Context: an optimization exercise on an open-source flow, tuned for small area. The choices shown serve that exercise and are no tape-out recipe.
At most, simulation tests tie the RTL to the original design; equivalence was not proved.
No activity file was given, so power comes from the tool's default toggle rates.

## the previous run
==> flow/design.v <==
`timescale 1ns/1ps
module gt_add #(parameter int N = 8) (
    input  logic [N-1:0] a,
    input  logic [N-1:0] b,
    input  logic         ci,
    output logic [N-1:0] s
);
    logic [N:0] c;
    assign c[0] = ci;
    for (genvar i = 0; i < N; i++) begin : g_bit
        assign s[i]   = a[i] ^ b[i] ^ c[i];
        assign c[i+1] = (a[i] & b[i]) | (a[i] & c[i]) | (b[i] & c[i]);
    end
endmodule
module gt_seq (
    input  logic clk25M,
    input  logic reset,
    input  logic frame_tick,
    output logic busy,
    output logic b1,
    output logic b2,
    output logic b3,
    output logic b4
);
    logic [5:0] seq;
    assign busy = (seq != 6'b100010);
    assign b1 = (seq[3:0] == 4'b0000);
    assign b2 = !seq[5] && !seq[4] && !seq[2] && !seq[1];
    assign b3 = !seq[5] && !seq[3] && !seq[2] && !seq[0];
    assign b4 = !seq[5] && !seq[4] && !seq[3] && seq[2] && seq[0];
    always_ff @(posedge clk25M) begin
        if (reset)     seq <= 6'b100010;
        else if (busy) seq <= {seq[4:0], seq[5] ^ seq[4] ^ seq[2] ^ seq[1]};
        else           seq <= {4'b1000, !frame_tick, 1'b0};
    end
endmodule
module gt_hq (
    input  logic       b1, b2, dir_r,
    input  logic [3:0] speed,
    input  logic [8:0] lp,
    input  logic [9:0] scan_h,
    output logic [9:0] hq,
    output logic       hc
);
    always_comb begin
        if (b1) begin
            hq = dir_r ? {6'b000000, speed} : {6'b111111, ~speed};
            hc = !dir_r;
        end else if (b2) begin
            hq = ~{lp, 1'b0};
            hc = 1'b0;
        end else begin
            hq = ~scan_h;
            hc = 1'b0;
        end
    end
endmodule
module gt_vq (
    input  logic       b1, b2,
    input  logic [6:0] lm,
    input  logic [9:0] scan_v,
    output logic [6:0] vq,
    output logic       vc
);
    always_comb begin
        if (b1) begin
            vq = 7'd0;
            vc = 1'b1;
        end else if (b2) begin
            vq = ~{1'b0, lm[6:1]};
            vc = 1'b0;
        end else begin
            vq = ~scan_v[9:3];
            vc = 1'b0;
        end
    end
endmodule
module gt_cq (
    input  logic       b3, b4, go_left,
    input  logic [9:0] scan_h,
    output logic [8:0] cq,
    output logic       cc
);
    always_comb begin
        if (b3) begin
            cq = 9'd4;
            cc = 1'b0;
        end else if (b4) begin
            cq = {9{go_left}};
            cc = !go_left;
        end else begin
            cq = ~scan_h[9:1];
            cc = 1'b0;
        end
    end
endmodule
module gt_dec (
    input  logic [9:0]  hs,
    input  logic [6:0]  vs,
    input  logic        ext,
    input  logic [15:0] alive,
    output logic        inv_hit,
    output logic [1:0]  row,
    output logic [1:0]  col,
    output logic [15:0] box       
);
    logic [9:0] dh;
    logic [6:0] dv;
    logic       in_col, in_row;
    assign dh = ~hs;
    assign dv = ~vs;
    assign in_col = (dh[9:7] == 3'd0) && !dh[4];
    assign col    = dh[6:5];
    always_comb begin
        in_row = 1'b1;
        case (dv)
            7'd0, 7'd1:   row = 2'd0;
            7'd6, 7'd7:   row = 2'd1;
            7'd12, 7'd13: row = 2'd2;
            7'd18, 7'd19: row = 2'd3;
            7'd127: begin row = 2'd0; in_row = ext; end
            7'd5:   begin row = 2'd1; in_row = ext; end
            7'd11:  begin row = 2'd2; in_row = ext; end
            7'd17:  begin row = 2'd3; in_row = ext; end
            default: begin row = 2'd0; in_row = 1'b0; end
        endcase
    end
    assign inv_hit = in_col && in_row && alive[{row, col}];
    always_comb
        for (int i = 0; i < 16; i++)
            box[i] = in_col && in_row && (row == 2'(i / 4)) && (col == 2'(i % 4));
endmodule
module gt_wall (
    input  logic [15:0] alive,
    input  logic        dir_r,
    input  logic [9:0]  hs,
    input  logic [5:0]  yq,
    output logic        wall,
    output logic        floor_hit
);
    logic [3:0] col_alive, row_alive;
    logic [1:0] cdir;
    logic       any_alive;
    always_comb begin
        for (int c = 0; c < 4; c++)
            col_alive[c] = alive[c] | alive[4+c] | alive[8+c] | alive[12+c];
        for (int r = 0; r < 4; r++)
            row_alive[r] = |alive[4*r +: 4];
        any_alive = |col_alive;
        if (dir_r)
            cdir = col_alive[3] ? 2'd3 : col_alive[2] ? 2'd2 : col_alive[1] ? 2'd1 : 2'd0;
        else
            cdir = col_alive[0] ? 2'd0 : col_alive[1] ? 2'd1 : col_alive[2] ? 2'd2 : 2'd3;
        if (row_alive[3])      floor_hit = yq[5];
        else if (row_alive[2]) floor_hit = yq[5] && (yq[4:0] >= 5'd6);
        else if (row_alive[1]) floor_hit = yq[5] && (yq[4:0] >= 5'd12);
        else                   floor_hit = yq[5] && (yq[4:0] >= 5'd18);
    end
    assign wall = any_alive && hs[9] && (hs[8:7] == {2{!dir_r}})
               && (hs[6:5] == ~cdir) && hs[4] && (hs[3:0] != 4'd0);
endmodule
module gt_pix (
    input  logic [9:0] scan_h,
    input  logic [9:0] scan_v,
    input  logic [8:0] cs,
    input  logic [7:0] ls,
    input  logic [8:0] lp,
    input  logic       la,
    input  logic       inv_hit,
    input  logic [1:0] row,
    output logic [2:0] cls
);
    wire can_px = (scan_v[9:3] == 7'd55) && (cs[8:3] == 6'b111111);
    wire las_px = la && (scan_h[9:1] == lp) && !scan_h[0] && (ls[7:1] == 7'h7f);
    always_comb begin
        if (las_px)       cls = 3'b111;
        else if (can_px)  cls = 3'b110;
        else if (inv_hit) begin
            case (row)
                2'd0:    cls = 3'b101;
                2'd1:    cls = 3'b011;
                2'd2:    cls = 3'b010;
                default: cls = 3'b100;
            endcase
        end else          cls = 3'b000;
    end
endmodule
module game_top (
    input  logic              clk25M,
    input  logic              reset,
    input  logic              frame_tick,
    input  logic              btn_left,
    input  logic              btn_right,
    input  logic              btn_fire,
    input  logic [3:0]        speed,
    input  logic              scan_en,
    input  logic [9:0]        scan_h,
    input  logic [9:0]        scan_v,
    output logic              busy,
    output logic              pixel_en,
    output logic [11:0]       pixel_color
);
    logic        b1, b2, b3, b4;
    logic [9:0]  fx;
    logic [5:0]  yq;
    logic [15:0] alive;
    logic        dir_r;
    logic [8:0]  cp;
    logic        la;
    logic [8:0]  lp;
    logic [6:0]  lm;
    gt_seq u_seq (.clk25M(clk25M), .reset(reset), .frame_tick(frame_tick),
                  .busy(busy), .b1(b1), .b2(b2), .b3(b3), .b4(b4));
    logic [9:0] hq, hs;
    logic       hc;
    logic [6:0] vq, vs;
    logic       vc;
    logic [8:0] cq, cs;
    logic       cc;
    logic [7:0] ls;
    wire go_left  = btn_left && (cp != 9'd0);
    wire go_right = btn_right && (cp < 9'd312);
    gt_hq u_hq (.b1(b1), .b2(b2), .dir_r(dir_r), .speed(speed), .lp(lp), .scan_h(scan_h), .hq(hq), .hc(hc));
    gt_add #(10) u_ha (.a(fx), .b(hq), .ci(hc), .s(hs));
    gt_vq u_vq (.b1(b1), .b2(b2), .lm(lm), .scan_v(scan_v), .vq(vq), .vc(vc));
    gt_add #(7) u_va (.a({1'b0, yq}), .b(vq), .ci(vc), .s(vs));
    gt_cq u_cq (.b3(b3), .b4(b4), .go_left(go_left), .scan_h(scan_h), .cq(cq), .cc(cc));
    gt_add #(9) u_ca (.a(cp), .b(cq), .ci(cc), .s(cs));
    gt_add #(8) u_la (.a({1'b0, lm}), .b(b3 ? 8'hff : ~scan_v[9:2]), .ci(1'b0), .s(ls));
    logic       inv_hit, wall, floor_hit;
    logic [1:0] row, col;
    logic [15:0] box;
    gt_dec u_dec (.hs(hs), .vs(vs), .ext(b2 && lm[0]), .alive(alive),
                  .inv_hit(inv_hit), .row(row), .col(col), .box(box));
    gt_wall u_wall (.alive(alive), .dir_r(dir_r), .hs(hs), .yq(yq),
                    .wall(wall), .floor_hit(floor_hit));
    wire hit     = b2 && la && inv_hit;
    logic hit_q;
    wire la_left = la && !hit_q;
    always_ff @(posedge clk25M) begin
        if (b2) hit_q <= hit;
    end
    always_ff @(posedge clk25M) begin
        if (reset) begin
            fx    <= 10'd32;
            yq    <= 6'd4;
            dir_r <= 1'b1;
            cp    <= 9'd156;
            la    <= 1'b0;
        end else begin
            if (b1) begin
                if (wall) begin
                    dir_r <= !dir_r;
                    if (!floor_hit) yq <= vs[5:0];
                end else begin
                    fx <= hs;
                end
            end
            if (b3) la <= la_left ? !ls[7] : btn_fire;
            if (b4 && (go_left || go_right)) cp <= cs;
        end
    end
    always_ff @(posedge clk25M) begin
        for (int i = 0; i < 16; i++)
            alive[i] <= reset || (alive[i] && !(b2 && la && box[i]));
    end
    always_ff @(posedge clk25M) begin
        if (b3) begin
            lm <= la_left ? ls[6:0] : 7'd108;
            if (!la_left) lp <= cs;
        end
    end
    localparam logic [2:0] NONE = 3'b001;
    logic [2:0] cls, px_q1, px_q2;
    gt_pix u_pix (.scan_h(scan_h), .scan_v(scan_v), .cs(cs), .ls(ls), .lp(lp), .la(la),
                  .inv_hit(inv_hit), .row(row), .cls(cls));
    always_ff @(posedge clk25M) begin
        px_q1 <= (reset || !scan_en) ? NONE : cls;
        px_q2 <= reset ? NONE : px_q1;
    end
    assign pixel_en = (px_q2 != NONE);
    assign pixel_color = {{4{px_q2[2]}},
                          px_q2[1] | (px_q2[2] & !px_q2[0]),
                          {3{px_q2[1]}},
                          {4{px_q2[0]}}};
endmodule
Settings: LEC_CHECK=0, ABC_AREA=1, CAP_MARGIN=20, CORE_MARGIN=2, CORE_UTILIZATION=65, SLEW_MARGIN=20; clock period 6.0 ns.
standard.sh (not shown) runs the stock make flow with config.mk's settings and CLKGATE_MAP_FILE= SYNTH_SCRIPT=/design/flow/synth_recipe.tcl, a recipe that flattens the netlist after the stock synthesis.
==> flow/flow/run.sh <==
#!/bin/bash
# The standard layout with three changes: an area-oriented ABC script for
# the combinational logic (registers are mapped before ABC, so they are the
# standard synthesis's), the smallest buffer on the ports, and a clock tree
# without dummy loads.
set -euo pipefail
rm -rf scripts_abc
cp -r "$FLOW_HOME/scripts" scripts_abc
cp flow/abc_area.script scripts_abc/abc_area.script
bash standard.sh \
  "SCRIPTS_DIR=$PWD/scripts_abc" \
  "BUFFER_PORTS_ARGS=-buffer_cell sky130_fd_sc_hd__buf_1" \
  "CTS_ARGS=-sink_clustering_enable -repair_clock_nets -dont_use_dummy_load -buf_list sky130_fd_sc_hd__clkbuf_8" \
  finish > standard.log 2>&1
==> flow/flow/abc_area.script <==
&get -n
&st
&syn2
&dch -f
&nf -R 1000
&put
strash
&get -n
&st
&dch -f
&nf -R 1000
&put
topo
stime -c
buffer -c
upsize -c
dnsize -c
Edits applied to the flow inputs when going from the previous run to the current run:
--- a/flow/design.v
+++ b/flow/design.v
@@ -17,19 +17,17 @@
     input  logic reset,
     input  logic frame_tick,
     output logic busy,
     output logic b1,
     output logic b2,
-    output logic b3,
-    output logic b4
+    output logic b3
 );
     logic [5:0] seq;
     assign busy = (seq != 6'b100010);
     assign b1 = (seq[3:0] == 4'b0000);
     assign b2 = !seq[5] && !seq[4] && !seq[2] && !seq[1];
     assign b3 = !seq[5] && !seq[3] && !seq[2] && !seq[0];
-    assign b4 = !seq[5] && !seq[4] && !seq[3] && seq[2] && seq[0];
     always_ff @(posedge clk25M) begin
         if (reset)     seq <= 6'b100010;
         else if (busy) seq <= {seq[4:0], seq[5] ^ seq[4] ^ seq[2] ^ seq[1]};
         else           seq <= {4'b1000, !frame_tick, 1'b0};
     end
@@ -74,20 +72,20 @@
             vc = 1'b0;
         end
     end
 endmodule
 module gt_cq (
-    input  logic       b3, b4, go_left,
+    input  logic       b2, b3, go_left,
     input  logic [9:0] scan_h,
     output logic [8:0] cq,
     output logic       cc
 );
     always_comb begin
-        if (b3) begin
+        if (b2) begin
             cq = 9'd4;
             cc = 1'b0;
-        end else if (b4) begin
+        end else if (b3) begin
             cq = {9{go_left}};
             cc = !go_left;
         end else begin
             cq = ~scan_h[9:1];
             cc = 1'b0;
@@ -99,12 +97,11 @@
     input  logic [6:0]  vs,
     input  logic        ext,
     input  logic [15:0] alive,
     output logic        inv_hit,
     output logic [1:0]  row,
-    output logic [1:0]  col,
-    output logic [15:0] box       
+    output logic [1:0]  col
 );
     logic [9:0] dh;
     logic [6:0] dv;
     logic       in_col, in_row;
     assign dh = ~hs;
@@ -124,13 +121,10 @@
             7'd17:  begin row = 2'd3; in_row = ext; end
             default: begin row = 2'd0; in_row = 1'b0; end
         endcase
     end
     assign inv_hit = in_col && in_row && alive[{row, col}];
-    always_comb
-        for (int i = 0; i < 16; i++)
-            box[i] = in_col && in_row && (row == 2'(i / 4)) && (col == 2'(i % 4));
 endmodule
 module gt_wall (
     input  logic [15:0] alive,
     input  logic        dir_r,
     input  logic [9:0]  hs,
@@ -198,21 +192,21 @@
     input  logic [9:0]        scan_v,
     output logic              busy,
     output logic              pixel_en,
     output logic [11:0]       pixel_color
 );
-    logic        b1, b2, b3, b4;
+    logic        b1, b2, b3;
     logic [9:0]  fx;
     logic [5:0]  yq;
     logic [15:0] alive;
     logic        dir_r;
     logic [8:0]  cp;
     logic        la;
     logic [8:0]  lp;
     logic [6:0]  lm;
     gt_seq u_seq (.clk25M(clk25M), .reset(reset), .frame_tick(frame_tick),
-                  .busy(busy), .b1(b1), .b2(b2), .b3(b3), .b4(b4));
+                  .busy(busy), .b1(b1), .b2(b2), .b3(b3));
     logic [9:0] hq, hs;
     logic       hc;
     logic [6:0] vq, vs;
     logic       vc;
     logic [8:0] cq, cs;
@@ -222,26 +216,21 @@
     wire go_right = btn_right && (cp < 9'd312);
     gt_hq u_hq (.b1(b1), .b2(b2), .dir_r(dir_r), .speed(speed), .lp(lp), .scan_h(scan_h), .hq(hq), .hc(hc));
     gt_add #(10) u_ha (.a(fx), .b(hq), .ci(hc), .s(hs));
     gt_vq u_vq (.b1(b1), .b2(b2), .lm(lm), .scan_v(scan_v), .vq(vq), .vc(vc));
     gt_add #(7) u_va (.a({1'b0, yq}), .b(vq), .ci(vc), .s(vs));
-    gt_cq u_cq (.b3(b3), .b4(b4), .go_left(go_left), .scan_h(scan_h), .cq(cq), .cc(cc));
+    gt_cq u_cq (.b2(b2), .b3(b3), .go_left(go_left), .scan_h(scan_h), .cq(cq), .cc(cc));
     gt_add #(9) u_ca (.a(cp), .b(cq), .ci(cc), .s(cs));
-    gt_add #(8) u_la (.a({1'b0, lm}), .b(b3 ? 8'hff : ~scan_v[9:2]), .ci(1'b0), .s(ls));
+    gt_add #(8) u_la (.a({1'b0, lm}), .b(b2 ? 8'hff : ~scan_v[9:2]), .ci(1'b0), .s(ls));
     logic       inv_hit, wall, floor_hit;
     logic [1:0] row, col;
-    logic [15:0] box;
     gt_dec u_dec (.hs(hs), .vs(vs), .ext(b2 && lm[0]), .alive(alive),
-                  .inv_hit(inv_hit), .row(row), .col(col), .box(box));
+                  .inv_hit(inv_hit), .row(row), .col(col));
     gt_wall u_wall (.alive(alive), .dir_r(dir_r), .hs(hs), .yq(yq),
                     .wall(wall), .floor_hit(floor_hit));
     wire hit     = b2 && la && inv_hit;
-    logic hit_q;
-    wire la_left = la && !hit_q;
-    always_ff @(posedge clk25M) begin
-        if (b2) hit_q <= hit;
-    end
+    wire la_left = la && !hit;
     always_ff @(posedge clk25M) begin
         if (reset) begin
             fx    <= 10'd32;
             yq    <= 6'd4;
             dir_r <= 1'b1;
@@ -254,20 +243,20 @@
                     if (!floor_hit) yq <= vs[5:0];
                 end else begin
                     fx <= hs;
                 end
             end
-            if (b3) la <= la_left ? !ls[7] : btn_fire;
-            if (b4 && (go_left || go_right)) cp <= cs;
+            if (b2) la <= la_left ? !ls[7] : btn_fire;
+            if (b3 && (go_left || go_right)) cp <= cs;
         end
     end
     always_ff @(posedge clk25M) begin
         for (int i = 0; i < 16; i++)
-            alive[i] <= reset || (alive[i] && !(b2 && la && box[i]));
-    end
-    always_ff @(posedge clk25M) begin
-        if (b3) begin
+            alive[i] <= reset || (alive[i] && !(hit && {row, col} == 4'(i)));
+    end
+    always_ff @(posedge clk25M) begin
+        if (b2) begin
             lm <= la_left ? ls[6:0] : 7'd108;
             if (!la_left) lp <= cs;
         end
     end
     localparam logic [2:0] NONE = 3'b001;
### Flow results
- The lower hold slack came out of the current run.
- Against the previous run, the current run reports a synthesized cell count that is lower.
- Maximum clock frequency in the current run is 3.9 MHz below the previous run.
- Of the current run and the previous run, the current run shows the higher routed wirelength normalized by instance count, with the previous run below it.
- Critical path arrival: lower on the current run
- Looking at routed wire length, the current run sits above the previous run.
- The total power of the current run exceeds that of the previous run by 19%.
- The lower proportion of cell area occupied by multi-input gates came out of the current run.
The RTL of the current run was laid out without a check of its function.

==> re-timing with driven ports <==
The flow's constraints put no driver on any port. The routed layouts listed below were extracted and timed again, unchanged, in two steps. Step 1, drivers: a clkbuf_16 drives clk25M and a buf_2 each remaining input, both assumed. Step 2 moves the port delays by t, midway between the first and last clock arrival at a register: inputs arrive t later, outputs are due t later. That takes back most of the time a late clock gives input paths. Slacks: ideal / step 1 / step 2; pairs: ideal / step 1.
run	shift t [ns]	setup slack, ns	clock arrival spread, ns	slew at the worst register clock pin (ns)
the previous run	0.371	0.343 / 0.354 / -0.017	0.018 / 0.019	0.08 / 0.08
the current run	0.377	0.217 / 0.215 / -0.162	0.027 / 0.027	0.09 / 0.09
With both steps, setup timing fails in the previous run and the current run, where it was met with ideal ports. For the current run, which loses most, drivers alone change the setup slack by -0.002 ns; drivers and shift together by -0.379 ns.
